This design comes from an exercise in tuning for small area on the open sky130 flow, not from production work.
The flow treats the clock pin as an ideal source, which a real chip does not have.

v6:
// snake_game_top
module snake_game_top (
    input  logic       clock_25,
    input  logic       reset,            
    input  logic       game_tik,
    input  logic       right_btn,
    input  logic       left_btn,
    output logic [6:0] head_x,
    output logic [6:0] head_y,
    output logic [6:0] fruit_x,
    output logic [6:0] fruit_y,
    output logic [7:0] score,
    output logic [3:0] snake_length,
    output logic [1:0] heading,
    output logic       game_over
);
export LEC_CHECK = 0
export CAP_MARGIN = 20
export CORE_MARGIN = 2
export CORE_UTILIZATION = 40
export CTS_BUF_LIST = sky130_fd_sc_hd__clkbuf_8
export SLEW_MARGIN = 20
create_clock -name core_clock -period 7.0 [get_ports {clock_25}]
standard.sh (not shown) runs the stock make flow with config.mk's settings and CLKGATE_MAP_FILE= SYNTH_SCRIPT=/design/flow/synth_recipe.tcl, a recipe that flattens the netlist after the stock synthesis.
==> flow/flow/run.sh <==
#!/bin/bash
# The standard layout flow (standard.sh) with these changes:
#  - synthesis: the adder extraction step finds full adders only (extract_fa -fa; half
#    adders are left to ABC), and the final ABC technology mapping uses
#    flow/abc_area.script (an area-oriented mapping) instead of ORFS's
#    abc_speed.script. Everything else in synthesis (Yosys synth, flip-flop mapping,
#    register names) is unchanged.
#  - placement: every input and output port still gets its own buffer, but a buf_1
#    (buffer_ports -buffer_cell) instead of the default pick.
#  - CTS: the standard clock_tree_synthesis call, with clkbuf_8 buffers and without
#    dummy loads (-dont_use_dummy_load).
# Floorplan, power grid, tap cells, placement and routing are the standard ones.
set -euo pipefail
W=$(pwd)

# Synthesis script: synth_recipe.tcl, sourcing a copy of ORFS's synth.tcl in which the
# ABC script argument is replaced after synth_preamble.tcl has set it, and the
# extract_fa call is limited to full adders
sed -e "s#^source \$::env(SCRIPTS_DIR)/synth_preamble.tcl\$#&\nlset abc_args 1 $W/flow/abc_area.script#" \
    -e "s#^  extract_fa {\*}\[dont_use_extract_fa_args\]\$#  extract_fa -fa#" \
    "$FLOW_HOME/scripts/synth.tcl" > "$W/synth_orfs_area.tcl"
grep -q "lset abc_args 1" "$W/synth_orfs_area.tcl"
grep -q "^  extract_fa -fa\$" "$W/synth_orfs_area.tcl"
sed -e "s#^source \$::env(SCRIPTS_DIR)/synth.tcl\$#source $W/synth_orfs_area.tcl#" \
    synth_recipe.tcl > "$W/synth_recipe_area.tcl"
grep -q "synth_orfs_area.tcl" "$W/synth_recipe_area.tcl"
sed -e "s#SYNTH_SCRIPT=[^ ]*#SYNTH_SCRIPT=$W/synth_recipe_area.tcl#" standard.sh > "$W/standard_area.sh"
grep -q "synth_recipe_area.tcl" "$W/standard_area.sh"

export BUFFER_PORTS_ARGS="-buffer_cell sky130_fd_sc_hd__buf_1"
export CTS_ARGS="-sink_clustering_enable -repair_clock_nets -dont_use_dummy_load -buf_list sky130_fd_sc_hd__clkbuf_8"
bash "$W/standard_area.sh" > "$W/flow_make.log" 2>&1
==> flow/flow/abc_area.script <==
strash
ifraig
scorr
dc2
dretime
strash
&get -n
&dch -f
&nf -R 1000 -p -F 8 -C 32
&put
What v7 does differently from v6 at the input level:
diff --git a/flow/design.v b/flow/design.v
--- a/flow/design.v
+++ b/flow/design.v
@@ -33,21 +33,19 @@
         for (int k = 0; k < 6; k++) begin
             bb = b[k] ^ sub;
             addsub6[k] = a[k] ^ bb ^ c;
             c = (a[k] & bb) | (a[k] & c) | (bb & c);
         end
     endfunction
     function automatic logic [3:0] add42(input logic [3:0] a, input logic b, input logic c);
-        logic s0, s1, k;
-        s0 = b ^ c;
-        s1 = b & c;
-        add42[0] = a[0] ^ s0;
-        k = a[0] & s0;
-        add42[1] = a[1] ^ s1 ^ k;
-        k = (a[1] & s1) | (a[1] & k) | (s1 & k);
+        logic k;
+        add42[0] = a[0] ^ b ^ c;
+        k = (a[0] & b) | (a[0] & c) | (b & c);
+        add42[1] = a[1] ^ k;
+        k = a[1] & k;
         add42[2] = a[2] ^ k;
         k = a[2] & k;
         add42[3] = a[3] ^ k;
     endfunction
     function automatic logic [3:0] inc4(input logic [3:0] a, input logic e);
         logic c;
         c = e;
@@ -102,14 +100,16 @@
         else if (restart)                   turn <= 2'b00;
         else if (right_pulse && left_pulse) turn <= 2'b00;
         else if (right_pulse)               turn <= 2'b10;
         else if (left_pulse)                turn <= 2'b01;
         else if (step)                      turn <= 2'b00;
     end
     logic [1:0] dir [0:13];
+    logic [1:0] dir_n [0:13];        
+    always_comb for (int i = 0; i < 14; i++) dir[i] = ~dir_n[i];
     always_ff @(posedge clock_25 or negedge reset) begin
         if (!reset)             heading <= 2'd0;
         else if (restart)       heading <= 2'd0;
         else if (turn != 2'b00) heading <= {~(dir[0][1] ^ dir[0][0]), dir[0][1] ^ turn[1]};
     end
     logic       grow_pending;        
     logic       len_sat;             
@@ -145,19 +145,19 @@
     end
     always_ff @(posedge clock_25) begin
         head_x <= head_x_d;
         head_y <= head_y_d;
     end
     always_ff @(posedge clock_25) begin
         if (step) begin
-            dir[0] <= {heading[0] ^ heading[1], heading[0]};
-            for (int i = 1; i < 14; i++) dir[i] <= dir[i-1];
+            dir_n[0] <= ~{heading[0] ^ heading[1], heading[0]};
+            for (int i = 1; i < 14; i++) dir_n[i] <= dir_n[i-1];
         end
         if (restart)
-            for (int i = 0; i < 5; i++) dir[i] <= 2'd0;
+            for (int i = 0; i < 5; i++) dir_n[i] <= 2'b11;
     end
     always_ff @(posedge clock_25) begin
         if (restart) begin
             grow_pending <= 1'b0;
             len_sat      <= 1'b0;
         end else if (eat) begin
             grow_pending <= ~len_sat;
Notes after the runs:
Design area in v7 is 3.4% lower than in v6. On placed instance count: between v7 and v6, it ends up higher for v6. Share of the final layout cell area in sequential cells was higher in v7 than in v6. For worst endpoint required time, v7 and v6 come out practically identical. The area growth from synthesis to layout in v7 was higher than what v6 gave. On relative max-transition margin, v6 loses to v7. Worst clock skew came out higher on v7 than on v6. On v7: non-clock buffer count is 4.0% higher than what v6 gave. | worst setup slack for register-to-register paths | v7 vs v6 | 0.14 ns higher |.
Function was not checked in any run of this note: the RTL went through the layout flow alone.

-- static timing again, ports no longer ideal --
The flow's constraints put no driver on any port. The routed layouts listed below were extracted and timed again, unchanged, in two steps. Step 1 sets driving cells, clkbuf_16 on the clock port and buf_2 on the other inputs (assumed; they add their load-dependent delay and slew). Step 2 times the ports against the registers' clock, not the clock port: input delays grow and output delays shrink by t, the midpoint of the rising clock arrivals with the driver on. a / b / c = ideal ports / drivers / drivers and shift; a / b = the first two.
run | t, ns | slack for setup (ns) | worst setup path at the end
v6 | 0.411 | 1.154 / 1.154 / 1.154 | register to register
v7 | 0.412 | 1.291 / 1.291 / 1.291 | register to register
After both steps every run listed still meets setup and hold.
